From an optimization exercise on the open Yosys and OpenROAD flow, aimed at small area, a short achievable clock period and few clock cycles per item; shortcuts taken in it are not production practice. Function was not checked in any run shown here: the RTL went through the layout flow alone.

## flow/standard.sh

```bash
#!/bin/bash
# synth_recipe.tcl (not shown) runs the flow's synth.tcl, then flattens the netlist and writes it again
# the make line also repeats each setting of config.mk as NAME=value (left out here)
make -C /OpenROAD-flow-scripts/flow DESIGN_CONFIG=/design/flow/config.mk WORK_HOME=/design/flow/orfs CLKGATE_MAP_FILE= SYNTH_SCRIPT=/design/flow/synth_recipe.tcl "${@:-finish}"
```

## flow/config.mk

```make
export PLATFORM = sky130hd
export DESIGN_NAME = rgb_to_hsv_converter_top
export DESIGN_NICKNAME = rgb_to_hsv_converter_top
export VERILOG_FILES = /design/flow/design.v
export SDC_FILE = /design/flow/constraint.sdc
export NUM_CORES = 4
export LEC_CHECK = 0
export ABC_AREA = 1
export CAP_MARGIN = 20
export CORE_MARGIN = 2
export CORE_UTILIZATION = 40
export SLEW_MARGIN = 20
```

## flow/design.v

```verilog
module rhc_final (
  input  logic [14:0] qs,
  input  logic [11:0] qh,
  input  logic [2:0]  k,
  input  logic [7:0]  mx,
  output logic [14:0] hue,
  output logic [14:0] sat,
  output logic [14:0] bri
);
  logic [27:0] pb;
  always_comb begin
    hue  = {7'(qh[11:8]) + 7'(k) * 7'd15, qh[7:0]};
    sat  = (mx != 8'd0) ? qs : 15'd0;
    pb   = 28'(mx) * 28'd822413;
    bri  = pb[27:13];
  end
endmodule
module rhc_div_cell (
  input  logic [7:0] r,
  input  logic       b,
  input  logic [7:0] den,
  output logic [7:0] r_n,
  output logic       q
);
  logic [9:0] t;
  always_comb begin
    t   = {1'b0, r, b} - {2'b00, den};
    q   = ~t[9];
    r_n = q ? t[7:0] : {r[6:0], b};
  end
endmodule
module rhc_div4_cell (
  input  logic [7:0] r,
  input  logic [1:0] b,
  input  logic [7:0] den,
  input  logic [9:0] den3,
  output logic [7:0] r_n,
  output logic [1:0] q
);
  logic [9:0]  r4;
  logic [10:0] t1, t2, t3;
  logic c1, c2, c3;
  always_comb begin
    r4 = {r, b};
    t1 = {1'b0, r4} - {3'b000, den};
    t2 = {1'b0, r4} - {2'b00, den, 1'b0};
    t3 = {1'b0, r4} - {1'b0, den3};
    c1 = ~t1[10];
    c2 = ~t2[10];
    c3 = ~t3[10];
    q  = {c2, c3 | (c1 & ~c2)};
    if (c3)      r_n = t3[7:0];
    else if (c2) r_n = t2[7:0];
    else if (c1) r_n = t1[7:0];
    else         r_n = r4[7:0];
  end
endmodule
module rhc_front (
  input  logic [7:0] r,
  input  logic [7:0] g,
  input  logic [7:0] b,
  output logic [7:0] d,
  output logic [7:0] dh,
  output logic [7:0] mx,
  output logic [7:0] np,
  output logic [2:0] k
);
  logic ge_rg, ge_rb, ge_gb, eq;
  logic [7:0] mn, md, na, nb;
  always_comb begin
    ge_rg = r >= g;
    ge_rb = r >= b;
    ge_gb = g >= b;
    eq = (r == g) && (g == b);
    if (ge_rg && ge_rb) begin         
      mx = r;
      if (ge_gb) begin md = g; mn = b; k = 3'd0; end
      else       begin md = b; mn = g; k = 3'd5; end
    end else if (ge_gb) begin         
      mx = g;
      if (!ge_rb) begin md = b; mn = r; k = 3'd2; end
      else        begin md = r; mn = b; k = 3'd1; end
    end else begin                    
      mx = b;
      if (ge_rg) begin md = r; mn = g; k = 3'd4; end
      else       begin md = g; mn = r; k = 3'd3; end
    end
    d  = mx - mn;
    na = k[0] ? mx : md;
    nb = k[0] ? md : mn;
    np = na - nb;
    dh = {d[7:1], d[0] | eq};
  end
endmodule
module rgb_to_hsv_converter_top (
  input  logic        clk,
  input  logic        rst,
  input  logic        in_valid,
  output logic        in_stall,
  input  logic [7:0]  red,
  input  logic [7:0]  green,
  input  logic [7:0]  blue,
  output logic        out_valid,
  input  logic        out_stall,
  output logic [14:0] hue,
  output logic [14:0] saturation,
  output logic [14:0] brightness
);
  wire adv = ~out_valid | ~out_stall;
  logic       skid_v;
  logic [7:0] sk_r, sk_g, sk_b;
  assign in_stall = skid_v;
  always_ff @(posedge clk) begin
    if (rst) skid_v <= 1'b0;
    else if (skid_v) skid_v <= ~adv;
    else skid_v <= ~adv & in_valid;
    if (!skid_v) begin sk_r <= red; sk_g <= green; sk_b <= blue; end
  end
  logic       v0;
  logic [7:0] r0, g0, b0;
  always_ff @(posedge clk) begin
    if (rst) v0 <= 1'b0;
    else if (adv) v0 <= skid_v | in_valid;
    if (adv) begin
      r0 <= skid_v ? sk_r : red;
      g0 <= skid_v ? sk_g : green;
      b0 <= skid_v ? sk_b : blue;
    end
  end
  wire [7:0] f1_d, f1_dh, f1_mx, f1_np; wire [2:0] f1_k;
  rhc_front f1 (.r(r0), .g(g0), .b(b0), .d(f1_d), .dh(f1_dh), .mx(f1_mx), .np(f1_np), .k(f1_k));
  logic v1;
  logic [7:0] p1_d;
  logic [0:0] p1_eq;
  logic [7:0] p1_mx;
  logic [7:0] p1_np;
  logic [2:0] p1_k;
  always_ff @(posedge clk) begin
    if (rst) v1 <= 1'b0;
    else if (adv) v1 <= v0;
    if (adv) begin
      p1_d <= f1_d;
      p1_eq <= f1_dh[0] ^ f1_d[0];
      p1_mx <= f1_mx;
      p1_np <= f1_np;
      p1_k <= f1_k;
    end
  end
  wire [14:0] f2_n = {p1_d, 6'd0} + {1'b0, p1_d, 5'd0} + {5'd0, p1_d, 2'd0};
  wire [9:0] f2_ts = {1'b0, p1_mx, 1'b0} + {2'b0, p1_mx};
  wire [7:0] f2_rs = f2_n[14:7]; wire [6:0] f2_bs = f2_n[6:0];
  wire [5:0] w3 = f2_bs[5:0];
  wire [7:0] st4_r; wire st4_q;
  rhc_div_cell st4 (.r(f2_rs), .b(f2_bs[6]), .den(p1_mx), .r_n(st4_r), .q(st4_q));
  wire [7:0] f5_dh = {p1_d[7:1], p1_d[0] | p1_eq};
  wire [11:0] f5_m = {p1_np, 4'd0} - {4'd0, p1_np};
  wire [9:0] f5_th = {1'b0, f5_dh, 1'b0} + {2'b0, f5_dh};
  wire [7:0] f5_rh = f5_m[11:4]; wire [3:0] f5_bh = f5_m[3:0];
  logic v2;
  logic [2:0] p2_k;
  logic [7:0] p2_rs;
  logic [5:0] p2_bs;
  logic [7:0] p2_Ds;
  logic [0:0] p2_qs;
  logic [7:0] p2_rh;
  logic [3:0] p2_bh;
  logic [7:0] p2_Dh;
  always_ff @(posedge clk) begin
    if (rst) v2 <= 1'b0;
    else if (adv) v2 <= v1;
    if (adv) begin
      p2_k <= p1_k;
      p2_rs <= st4_r;
      p2_bs <= w3;
      p2_Ds <= p1_mx;
      p2_qs <= st4_q;
      p2_rh <= f5_rh;
      p2_bh <= f5_bh;
      p2_Dh <= f5_dh;
    end
  end
  wire [4:0] w6 = p2_bs[4:0];
  wire [7:0] st7_r; wire st7_q;
  rhc_div_cell st7 (.r(p2_rs), .b(p2_bs[5]), .den(p2_Ds), .r_n(st7_r), .q(st7_q));
  wire [1:0] w8 = {p2_qs, st7_q};
  wire [3:0] w9 = w6[3:0];
  wire [7:0] st10_r; wire st10_q;
  rhc_div_cell st10 (.r(st7_r), .b(w6[4]), .den(p2_Ds), .r_n(st10_r), .q(st10_q));
  wire [2:0] w11 = {w8, st10_q};
  wire [2:0] w12 = w9[2:0];
  wire [7:0] st13_r; wire st13_q;
  rhc_div_cell st13 (.r(st10_r), .b(w9[3]), .den(p2_Ds), .r_n(st13_r), .q(st13_q));
  wire [3:0] w14 = {w11, st13_q};
  wire [2:0] w15 = p2_bh[2:0];
  wire [7:0] st16_r; wire st16_q;
  rhc_div_cell st16 (.r(p2_rh), .b(p2_bh[3]), .den(p2_Dh), .r_n(st16_r), .q(st16_q));
  wire [1:0] w17 = w15[1:0];
  wire [7:0] st18_r; wire st18_q;
  rhc_div_cell st18 (.r(st16_r), .b(w15[2]), .den(p2_Dh), .r_n(st18_r), .q(st18_q));
  wire [1:0] w19 = {st16_q, st18_q};
  wire [0:0] w20 = w17[0:0];
  wire [7:0] st21_r; wire st21_q;
  rhc_div_cell st21 (.r(st18_r), .b(w17[1]), .den(p2_Dh), .r_n(st21_r), .q(st21_q));
  wire [2:0] w22 = {w19, st21_q};
  logic v3;
  logic [2:0] p3_k;
  logic [7:0] p3_rs;
  logic [2:0] p3_bs;
  logic [7:0] p3_Ds;
  logic [3:0] p3_qs;
  logic [7:0] p3_rh;
  logic [0:0] p3_bh;
  logic [7:0] p3_Dh;
  logic [2:0] p3_qh;
  always_ff @(posedge clk) begin
    if (rst) v3 <= 1'b0;
    else if (adv) v3 <= v2;
    if (adv) begin
      p3_k <= p2_k;
      p3_rs <= st13_r;
      p3_bs <= w12;
      p3_Ds <= p2_Ds;
      p3_qs <= w14;
      p3_rh <= st21_r;
      p3_bh <= w20;
      p3_Dh <= p2_Dh;
      p3_qh <= w22;
    end
  end
  wire [1:0] w23 = p3_bs[1:0];
  wire [7:0] st24_r; wire st24_q;
  rhc_div_cell st24 (.r(p3_rs), .b(p3_bs[2]), .den(p3_Ds), .r_n(st24_r), .q(st24_q));
  wire [4:0] w25 = {p3_qs, st24_q};
  wire [0:0] w26 = w23[0:0];
  wire [7:0] st27_r; wire st27_q;
  rhc_div_cell st27 (.r(st24_r), .b(w23[1]), .den(p3_Ds), .r_n(st27_r), .q(st27_q));
  wire [5:0] w28 = {w25, st27_q};
  wire [7:0] st29_r; wire st29_q;
  rhc_div_cell st29 (.r(st27_r), .b(w26[0]), .den(p3_Ds), .r_n(st29_r), .q(st29_q));
  wire [6:0] w30 = {w28, st29_q};
  wire [7:0] st31_r; wire st31_q;
  rhc_div_cell st31 (.r(p3_rh), .b(p3_bh[0]), .den(p3_Dh), .r_n(st31_r), .q(st31_q));
  wire [3:0] w32 = {p3_qh, st31_q};
  wire [7:0] st33_r; wire st33_q;
  rhc_div_cell st33 (.r(st31_r), .b(1'b0), .den(p3_Dh), .r_n(st33_r), .q(st33_q));
  wire [4:0] w34 = {w32, st33_q};
  wire [7:0] st35_r; wire st35_q;
  rhc_div_cell st35 (.r(st33_r), .b(1'b0), .den(p3_Dh), .r_n(st35_r), .q(st35_q));
  wire [5:0] w36 = {w34, st35_q};
  logic v4;
  logic [2:0] p4_k;
  logic [7:0] p4_rs;
  logic [7:0] p4_Ds;
  logic [6:0] p4_qs;
  logic [7:0] p4_rh;
  logic [7:0] p4_Dh;
  logic [5:0] p4_qh;
  always_ff @(posedge clk) begin
    if (rst) v4 <= 1'b0;
    else if (adv) v4 <= v3;
    if (adv) begin
      p4_k <= p3_k;
      p4_rs <= st29_r;
      p4_Ds <= p3_Ds;
      p4_qs <= w30;
      p4_rh <= st35_r;
      p4_Dh <= p3_Dh;
      p4_qh <= w36;
    end
  end
  wire [7:0] st37_r; wire st37_q;
  rhc_div_cell st37 (.r(p4_rs), .b(1'b0), .den(p4_Ds), .r_n(st37_r), .q(st37_q));
  wire [7:0] w38 = {p4_qs, st37_q};
  wire [7:0] st39_r; wire st39_q;
  rhc_div_cell st39 (.r(st37_r), .b(1'b0), .den(p4_Ds), .r_n(st39_r), .q(st39_q));
  wire [8:0] w40 = {w38, st39_q};
  wire [7:0] st41_r; wire st41_q;
  rhc_div_cell st41 (.r(st39_r), .b(1'b0), .den(p4_Ds), .r_n(st41_r), .q(st41_q));
  wire [9:0] w42 = {w40, st41_q};
  wire [7:0] st43_r; wire st43_q;
  rhc_div_cell st43 (.r(p4_rh), .b(1'b0), .den(p4_Dh), .r_n(st43_r), .q(st43_q));
  wire [6:0] w44 = {p4_qh, st43_q};
  wire [7:0] st45_r; wire st45_q;
  rhc_div_cell st45 (.r(st43_r), .b(1'b0), .den(p4_Dh), .r_n(st45_r), .q(st45_q));
  wire [7:0] w46 = {w44, st45_q};
  wire [7:0] st47_r; wire st47_q;
  rhc_div_cell st47 (.r(st45_r), .b(1'b0), .den(p4_Dh), .r_n(st47_r), .q(st47_q));
  wire [8:0] w48 = {w46, st47_q};
  logic v5;
  logic [2:0] p5_k;
  logic [7:0] p5_rs;
  logic [7:0] p5_Ds;
  logic [9:0] p5_qs;
  logic [7:0] p5_rh;
  logic [7:0] p5_Dh;
  logic [8:0] p5_qh;
  always_ff @(posedge clk) begin
    if (rst) v5 <= 1'b0;
    else if (adv) v5 <= v4;
    if (adv) begin
      p5_k <= p4_k;
      p5_rs <= st41_r;
      p5_Ds <= p4_Ds;
      p5_qs <= w42;
      p5_rh <= st47_r;
      p5_Dh <= p4_Dh;
      p5_qh <= w48;
    end
  end
  wire [7:0] st49_r; wire st49_q;
  rhc_div_cell st49 (.r(p5_rs), .b(1'b0), .den(p5_Ds), .r_n(st49_r), .q(st49_q));
  wire [10:0] w50 = {p5_qs, st49_q};
  wire [7:0] st51_r; wire st51_q;
  rhc_div_cell st51 (.r(st49_r), .b(1'b0), .den(p5_Ds), .r_n(st51_r), .q(st51_q));
  wire [11:0] w52 = {w50, st51_q};
  wire [7:0] st53_r; wire st53_q;
  rhc_div_cell st53 (.r(st51_r), .b(1'b0), .den(p5_Ds), .r_n(st53_r), .q(st53_q));
  wire [12:0] w54 = {w52, st53_q};
  wire [7:0] st55_r; wire st55_q;
  rhc_div_cell st55 (.r(p5_rh), .b(1'b0), .den(p5_Dh), .r_n(st55_r), .q(st55_q));
  wire [9:0] w56 = {p5_qh, st55_q};
  wire [7:0] st57_r; wire st57_q;
  rhc_div_cell st57 (.r(st55_r), .b(1'b0), .den(p5_Dh), .r_n(st57_r), .q(st57_q));
  wire [10:0] w58 = {w56, st57_q};
  wire [7:0] st59_r; wire st59_q;
  rhc_div_cell st59 (.r(st57_r), .b(1'b0), .den(p5_Dh), .r_n(st59_r), .q(st59_q));
  wire [11:0] w60 = {w58, st59_q};
  logic v6;
  logic [2:0] p6_k;
  logic [7:0] p6_rs;
  logic [7:0] p6_Ds;
  logic [12:0] p6_qs;
  logic [11:0] p6_qh;
  always_ff @(posedge clk) begin
    if (rst) v6 <= 1'b0;
    else if (adv) v6 <= v5;
    if (adv) begin
      p6_k <= p5_k;
      p6_rs <= st53_r;
      p6_Ds <= p5_Ds;
      p6_qs <= w54;
      p6_qh <= w60;
    end
  end
  wire [7:0] st61_r; wire st61_q;
  rhc_div_cell st61 (.r(p6_rs), .b(1'b0), .den(p6_Ds), .r_n(st61_r), .q(st61_q));
  wire [13:0] w62 = {p6_qs, st61_q};
  wire [7:0] st63_r; wire st63_q;
  rhc_div_cell st63 (.r(st61_r), .b(1'b0), .den(p6_Ds), .r_n(st63_r), .q(st63_q));
  wire [14:0] w64 = {w62, st63_q};
  wire [14:0] fin65_h, fin65_s, fin65_v;
  rhc_final fin65 (.qs(w64), .qh(p6_qh), .k(p6_k), .mx(p6_Ds), .hue(fin65_h), .sat(fin65_s), .bri(fin65_v));
  always_ff @(posedge clk) begin
    if (rst) out_valid <= 1'b0;
    else if (adv) out_valid <= v6;
    if (adv) begin
      hue        <= fin65_h;
      saturation <= fin65_s;
      brightness <= fin65_v;
    end
  end
endmodule
```

## flow/constraint.sdc

```tcl
create_clock -name core_clock -period 14.0 [get_ports {clk}]
set_input_delay 2.8000 -clock core_clock [delete_from_list [all_inputs] [get_ports {clk}]]
set_output_delay 2.8000 -clock core_clock [all_outputs]
set_load 0.01 [all_outputs]
```

## flow/flow/run.sh

```bash
#!/bin/bash
set -euo pipefail
bash standard.sh SETUP_SLACK_MARGIN=9.8 finish > make_finish.log 2>&1
```

==> results of run 1 <==
==> kinds of logic after synthesis <==
group	after synthesis
buf+inv	486
mux	24
fa+ha+maj	368
flops	362
compound gates	450
simple gates	1222
xor+xnor	176
==> layout by cell type (no fill, tap or decap), types with 104 or more instances in the layout <==
cell type    n
nand2_1    634
inv_1      370
buf_4      342
edfxtp_1   329
ha_1       211
a21oi_1    148
nand3_1    138
nand2_2    125
ha_4       108
nor2_1     106
xor2_1     104
==> sequential cells by signal, indices dropped and copies added (netlist names), 9 cells and up <==
name	flops
brightness	15
saturation	15
hue	15
p6_qs	13
p6_qh	12
p5_qh	9
p5_qs	10
==> Yosys cell counts (3+ instances only) <==
library cell,number
mux2_2,24
nand3_4,5
xnor2_1,72
fa_1,42
dfxtp_1,33
inv_2,13
nand2_1,754
o21ai_2,8
nor2_2,6
nor2_4,3
nand2_2,26
inv_1,442
nor4_1,4
a21oi_2,7
o21ai_0,95
o21bai_1,15
nand4_1,60
nand3b_1,4
a21o_1,22
a21oi_1,205
buf_2,10
nor3_1,13
o221ai_1,6
nor2_1,125
xor2_1,104
or2_2,10
edfxtp_1,329
and2_1,3
a21oi_4,3
o21a_1,7
buf_6,6
or2_0,4
a31oi_1,12
nand2_4,9
o211ai_1,24
nand3_1,161
ha_1,326
clkbuf_1,11
o21ai_1,29
nor2_8,3
nand3_2,20
==> layer usage <==
metal,part of all wire,up-vias
met4,0.038,0
met3,0.034,157
li1,-,11400
met2,0.50,463
met5,0,-
met1,0.42,10700
==> final cells by class <==
type,instances,area (sq um)
repair inverters,2,12.5
flip-flops and latches,362,10500
fillers,5845,30900
clock inverters,23,216
multi-input cells,2253,17900
repair buffers,444,3750
well taps,873,1090
inverters,457,1770
clock buffers,54,1200
==> critical path, delay by kind of cell, from the launching register on <==
family                     cells  cell delay [ns]
buffers and inverters          5             0.69
AOI/OAI and AO/OA              8             1.07
and+or+nand+nor               10             1.20
DFF                            1             0.46
adders and majority gates      3             0.83
==> worst paths after layout <==
kind	start	end	cells past startpoint
setup reg to reg	p3_Dh[6]	p4_rh[2]	26
setup / recovery	p3_Dh[6]	p4_rh[2]	26
hold / removal	p4_qs[6]	p5_qs[9]	0
hold reg to reg	p4_qs[6]	p5_qs[9]	0
==> through the flow <==
| step | setup WS [ns] | hold WS, ns | std cells | cell area, sq um |
|---|---|---|---|---|
| 2_1_floorplan | 9.79 | 0.400 | 3088 | 27600 |
| 3_3_place_gp | 8.17 | 0.400 | 4011 | 29300 |
| 3_5_place_dp | 8.07 | 0.405 | 4011 | 29300 |
| 4_1_cts | 9.62 | 0.409 | 4310 | 34200 |
| 5_1_grt | 9.23 | 0.416 | 4468 | 36500 |
| 6_report | 9.48 | 0.407 | 4468 | 36500 |
==> timing repair <==
action                                  4_1_cts  5_1_grt
setup buffers                               208      153
resized for setup                           388      240
pin swaps                                   144      179
gates cloned                                 14        5
endpoints found under the setup margin      407      226
hold buffers                                  0        0
==> summary.txt, run 1 <==
- Status: complete, no violations
- Met1 usage: 0.231
- Max Clk Rate: 0.221 GHz
- Gpl congestion: between 0.9 and 1
- GRT met2 Usage: 0.336
- RSZ-0062 raised after global routing: yes
- Layout Nets: 3959
- Gr ovfl total: 0
- M3 GR Usage: 0.0242
- Synth Register Bits: between 300 and 400
- Row count: 95
- Full die area: about 70000 sq um
- # setup viols final: 0
- Setup TNS: 0 ns
- Area Overhead vs Synth: 33.6%
- Arrival time at the worst endpoint: between 4 and 5 ns
- Share of the synthesized area in the top cell type: 0.362
- Worst path slowest cell: edfxtp_1
- Crit path max fanout: 6
- Main combinational cell family by area after synthesis: simple AND/OR/NAND/NOR gates
- Mapped cell area: roughly 27000 sq um
- Initial core utilization: 0.405
- Die width: between 200 and 300 microns
- Fin util: 0.541
- Tcrit/Tclk final: 0.323
- Syn_nets: around 3500
- I/O pin count: 75
- Synth Area per Inst: ~8.8 sq um
- Crit. End Element: flop
- DRT Wirelength: 70200 microns
- Worst Max-Slew Pin Slew: around 1 ns
- Crit start category: flop
- # Max-Cap Violations: 0
- Clock Latency Late Sink: about 0.60 ns
- Ys flop type: edfxtp_1
- Final Critical Period: roughly 4.5 ns
- Clk Tree Root Cell: clkbuf_16
- Remaining antenna violation count: 0
- DR WL/cell: roughly 16 microns
- CP Class: reg -> reg
- Compound-Gate Fraction of Synth Area: 0.0965
- Final hold vios: 0
- Crit-path most repeated cell: nand2_1
- Final setup skew: ~0.028 ns
- Dpl hpwl: 45800 microns
- Detailed-route DRC error count: 0
- H-tree depth: 2
- Core ar.: approximately 67000 sq um
- Synth top area cells: edfxtp_1 36%, ha_1 15%, nand2_1 10%, inv_1 6.1%, a21oi_1 3.8%
- Port Buffer Count: between 70 and 80
- CP max stage delay: about 0.46 ns
- DR vias: between 20000 and 25000
- Worst EP required: ~14 ns
- Synth Area in XOR/XNOR: 0.0564
- CTS tree: yes
- Initial antenna violation count: 2
- Initial detailed-routing violation count: approximately 1200
- Area share of fa/ha/maj cells after synthesis: 0.180
- Clock transition at the registers of the reported paths: ~0.07 ns
- Post-synthesis sequential area ratio: 0.386
- Yosys warns: 4
- Initial DRT Pass Iterations: 8
- First-pass GRT wire length: roughly 110000 microns
- Number of synthesized flops with an enable pin: around 330
- Vias per Instance: between 5 and 6
- HP Class: reg -> reg
- Mux share of post-synthesis cell area: 0.00989
- GR peak layer: met2
- Vias in the first global route: around 22000
- Async set-reset flop share out of synthesis: 0
- Largest net degree at the start of global routing: 78
- Post-Synthesis Cells: between 3000 and 4000
- Simple-Gate Fraction of Synth Area: 0.202
- R2R Setup Slk: approximately 9.5 ns
- Distinct cells, synth: 64
- Worst rel slew slack: 0.346
- Total track usage: 0.188
- Slew Viols, Final: 0
- Clk buf depth: 3
- Die height: 265 microns
- Fraction of layout cells with a size suffix above 1: 0.293
- Largest area contributor in the synthesized netlist: edfxtp_1
- # diodes: 0
- Clk sink count: ~360
- CTS Buf Count: 43
==> run 2, diff against run 1 <==
--- a/flow/design.v
+++ b/flow/design.v
@@ -8,10 +8,18 @@
   output logic [14:0] bri
 );
-  logic [27:0] pb;
+  localparam logic [21*16-1:0] TA = {16'hf800, 16'h07c0, 16'he738, 16'h96b4, 16'hcc66, 16'hd5aa, 16'h78f0, 16'h64cc, 16'h52aa, 16'h07c0, 16'he738, 16'h96b4, 16'hcc66, 16'hd5aa, 16'h78f0, 16'h64cc, 16'h52aa, 16'h07c0, 16'he738, 16'h96b4, 16'hcc66};
+  localparam logic [17*16-1:0] TB = {16'hf800, 16'h07c0, 16'he738, 16'h96b4, 16'hcc66, 16'hd5aa, 16'h78f0, 16'h64cc, 16'h52aa, 16'h07c0, 16'he738, 16'hd6b4, 16'h8ce6, 16'h952a, 16'h3878, 16'h3666, 16'had55};
+  logic [15:0] ha, hb;
+  logic [20:0] ta, tsum;
+  logic [16:0] tb;
   always_comb begin
+    ha = 16'd1 << mx[7:4];
+    hb = 16'd1 << mx[3:0];
+    for (int i = 0; i < 21; i++) ta[i] = |(ha & TA[i*16 +: 16]);
+    for (int i = 0; i < 17; i++) tb[i] = |(hb & TB[i*16 +: 16]);
+    tsum = ta + 21'(tb);
+    bri  = tsum[20:6];
     hue  = {7'(qh[11:8]) + 7'(k) * 7'd15, qh[7:0]};
     sat  = (mx != 8'd0) ? qs : 15'd0;
-    pb   = 28'(mx) * 28'd822413;
-    bri  = pb[27:13];
   end
 endmodule
==> flow/flow/run.sh (replaced) <==
#!/bin/bash
# Standard ORFS layout with these changes (the clock and constraints are
# unchanged):
# - synthesis leaves adders to ABC (no ADDER_MAP_FILE full-adder cell
#   mapping); registers come out the same as in the standard synthesis;
# - port buffers of a plain buffer cell;
# - a clock tree without dummy loads.
set -euo pipefail
bash standard.sh ADDER_MAP_FILE= SETUP_SLACK_MARGIN=10.0 \
  "BUFFER_PORTS_ARGS=-buffer_cell sky130_fd_sc_hd__buf_2" \
  "CTS_ARGS=-sink_clustering_enable -repair_clock_nets -dont_use_dummy_load -buf_list sky130_fd_sc_hd__clkbuf_16 -sink_clustering_size 30" \
  finish > make_finish.log 2>&1
--- a/flow/config.mk
+++ b/flow/config.mk
@@ -9,4 +9,4 @@
 export CAP_MARGIN = 20
 export CORE_MARGIN = 2
-export CORE_UTILIZATION = 40
+export CORE_UTILIZATION = 60
 export SLEW_MARGIN = 20
==> summary.txt, run 2 <==
- Clk buf depth: 3 (unchanged)
- Die height: 218 microns (-18%)
- Largest net degree at the start of global routing: 108 (+38%)
- Post-synthesis sequential area ratio: 0.383 (-0.00314)
- Post-Synthesis Cells: 3976 (+29%)
- Final Instance Area: 30800 sq um (-15%)
- Initial DRT Pass Iterations: 7 (-1)
- Count leader, synth: nand2_1
- First-pass GRT wire length: 102000 microns (-6.0%)
- Worst Max-Slew Pin Slew: 0.836 ns (-0.138 ns)
- # setup viols final: 0 (unchanged)
- Hold Buf Count CTS: 0 (unchanged)
- Max Clk Rate: 0.252 GHz (+14%)
- HP Class: reg -> reg
- Tcrit/Tclk final: 0.284 (-0.0389)
- Syn_nets: 4004 (+15%)
- Area after DPL: 28400 sq um (-3.1%)
- Vias per Instance: 5.25 (+2.9%)
- Crit. End Element: flop
- Die width: 218 microns (-18%)
- Arrival time at the worst endpoint: 4.14 ns (-0.71 ns)
- CP max stage delay: 0.53 ns (+0.07 ns)
- Biggest regs: brightness x15, hue x15, saturation x15
- Share of the synthesized area in the top cell type: 0.359 (-0.00294)
- Area Overhead vs Synth: 11.9%
- Final std cells w/o fill: 4758 (+6.5%)
- Critical-path cell list: buf_2 -> nand2_8 -> buf_8
- CP Class: in -> reg
- Mapped cell area: 27500 sq um (+0.82%)
- Placed cells: 4610 (+15%)
- Remaining antenna violation count: 0 (unchanged)
- Crit start category: input pin
- Top post-synthesis cells by count: 1463 x nand2_1, 501 x inv_1, 416 x nand3_1
- DRT Wirelength: 62500 microns (-11%)
- I/O pin count: 75 (unchanged)
- Slew Viols, Final: 0 (unchanged)
- Worst path slowest cell: buf_8
- Largest area contributor in the synthesized netlist: edfxtp_1
- Initial core utilization: 0.607 (+0.202)
- Bufs and invs on worst path: 2 (-3)
- Synth Register Bits: 362 (unchanged)
- Most frequent cells in the layout: 1445 x nand2_1, 487 x inv_1, 402 x nand3_1
- Fraction of layout cells with a size suffix above 1: 0.140 (-0.153)
- Ys flop type: edfxtp_1
- Worst rel slew slack: 0.442 (+0.0963)
- Worst EP required: 14.17 ns (-0.16 ns)
- Clk Tree Root Cell: clkbuf_16
- H-tree depth: 2 (unchanged)
- Number of synthesized flops with an enable pin: 329 (unchanged)
- Initial antenna violation count: 0 (-2)
- Yosys warns: 4 (unchanged)
- Setup TNS: 0 ns (unchanged)
- Total track usage: 0.257 (+0.0688)
- Vias in the first global route: 22500 (+1.8%)
- Detailed-route DRC error count: 0 (unchanged)
- Final setup skew: 0.0423 ns (+0.0144 ns)
- Gpl congestion: 0.898 (-2.5%)
- Clock transition at the registers of the reported paths: 0.05 ns (-0.02 ns)
- Most common cell after layout, fill and taps aside: nand2_1
- Clk sink count: 362 (unchanged)
- Layout Nets: 4188 (+5.8%)
- # Max-Cap Violations: 0 (unchanged)
- Gr ovfl total: 0 (unchanged)
- Port Buffer Count: 74 (unchanged)
- Clock Latency Late Sink: 0.56 ns (-0.04 ns)
- Row count: 78 (-18%)
- Final Critical Period: 3.97 ns (-0.544 ns)
- Core ar.: 45400 sq um (-33%)
- Final hold vios: 0 (unchanged)
- # diodes: 0 (unchanged)
- Initial detailed-routing violation count: 1501 (+29%)
- DR WL/cell: 13.1 microns (-16%)
- RSZ-0062 raised after global routing: yes
- CTS Buf Count: 43 (unchanged)
- Crit path max fanout: 107 (+101)
- Async set-reset flop share out of synthesis: 0 (unchanged)
- CTS tree: yes
- Synth top area cells: edfxtp_1 36%, nand2_1 20%, nand3_1 7.6%, inv_1 6.8%, nor2_1 4.5%
- Dpl hpwl: 47300 microns (+3.2%)
- Synth Area per Inst: 6.93 sq um (-22%)
- Status: complete, no violations
- Delay-heaviest family, CP: buffers and inverters
- Full die area: 47600 sq um (-32%)
- Filler instances: 4011 (-31%)
- DR vias: 25000 (+9.6%)
- Distinct cells, synth: 62 (-3.1%)
run 2: cell count changes after synthesis, moves of 59 or more:
cell | before | now
nand2_1 | 754 | 1463
ha_1 | 326 | 0
nand3_1 | 161 | 416
nor2_1 | 125 | 329
a21oi_1 | 205 | 77
inv_1 | 442 | 501
run 2: metal layers:
layer / global-route usage / part of all wire
met5: 0 / 0
met4: 0.0898 / 0.028
met3: 0.0255 / 0.034
met2: 0.459 / 0.49
met1: 0.325 / 0.44
run 2: kinds of logic (layout without fill, tap and decap cells):
group                    count (synthesis)  in the layout  share of synthesized area
AO/OA/AOI/OAI                          327            328                     0.0703
multiplexers                            24             24                    0.00981
flip-flops                             362            362                      0.383
adder cells (fa/ha/maj)                  3              3                    0.00109
buffers and inverters                  603            780                     0.0868
XOR/XNOR                               139            139                     0.0445
AND/OR/NAND/NOR                       2518           2522                      0.405
run 2: what timing repair did:
action                                 CTS  global route
setup buffers                            0            98
pin swaps                                0            17
endpoints found under the hold margin    0             0
gates cloned                             0             7
setup endpoints to repair              260           318
gates resized for setup                 13           132
run 2: final cells by class:
| type | count | area (sq um) | share of cell area |
|---|---|---|---|
| inverters | 559 | 2130 | 0.0692 |
| clock buffers | 43 | 1080 | 0.0349 |
| flip-flops and latches | 362 | 10500 | 0.342 |
| well taps | 600 | 751 | 0.0244 |
| multi-input cells | 3016 | 15200 | 0.491 |
| repair buffers | 176 | 1160 | 0.0377 |
| repair inverters | 2 | 12.5 | 0.000406 |
run 2: final timing paths:
path                   from            end  slack, ns  cells past startpoint
setup / recovery  out_stall  brightness[4]      10.03                      3
hold / removal     p5_qh[4]       p6_qh[7]       0.42                      0
setup reg to reg   p5_Ds[2]       p6_qs[0]      10.29                     24
hold reg to reg    p5_qh[4]       p6_qh[7]       0.42                      0
run 2: stage by stage:
| step | setup WS [ns] | hold slack [ns] | util |
|---|---|---|---|
| 6_report | 10.03 | 0.416 | 0.679 |
| 5_1_grt | 9.92 | 0.421 | 0.679 |
| 4_1_cts | 9.85 | 0.414 | 0.651 |
| 3_5_place_dp | 9.12 | 0.405 | 0.626 |
| 3_3_place_gp | 9.16 | 0.401 | 0.626 |
| 2_1_floorplan | 9.87 | 0.400 | - |

==> separate check: timing with driven ports <==
The flow's constraints put no driver on any port. The routed layouts listed below were extracted and timed again, unchanged, in two steps. Step 1, drivers: a clkbuf_16 drives clk and a buf_2 each remaining input, both assumed. Step 2 adds t to the input delays and takes it off the output delays; t is the mean of the earliest and latest rising clock arrival at the registers after step 1. Input paths then give back, and output paths get back, about the clock's delay inside the block. a / b / c = ideal / step 1 / step 2; a / b = the first two.
run	t, ns	slack for setup (ns)	worst slew at a driven data input, ns
run 1	0.645	9.482 / 9.482 / 9.482	0.04
run 2	0.604	10.026 / 9.970 / 9.465	0.05
After both steps every run listed still meets setup and hold. For run 2, which loses most, drivers alone change the setup slack by -0.056 ns; drivers and shift together by -0.561 ns.
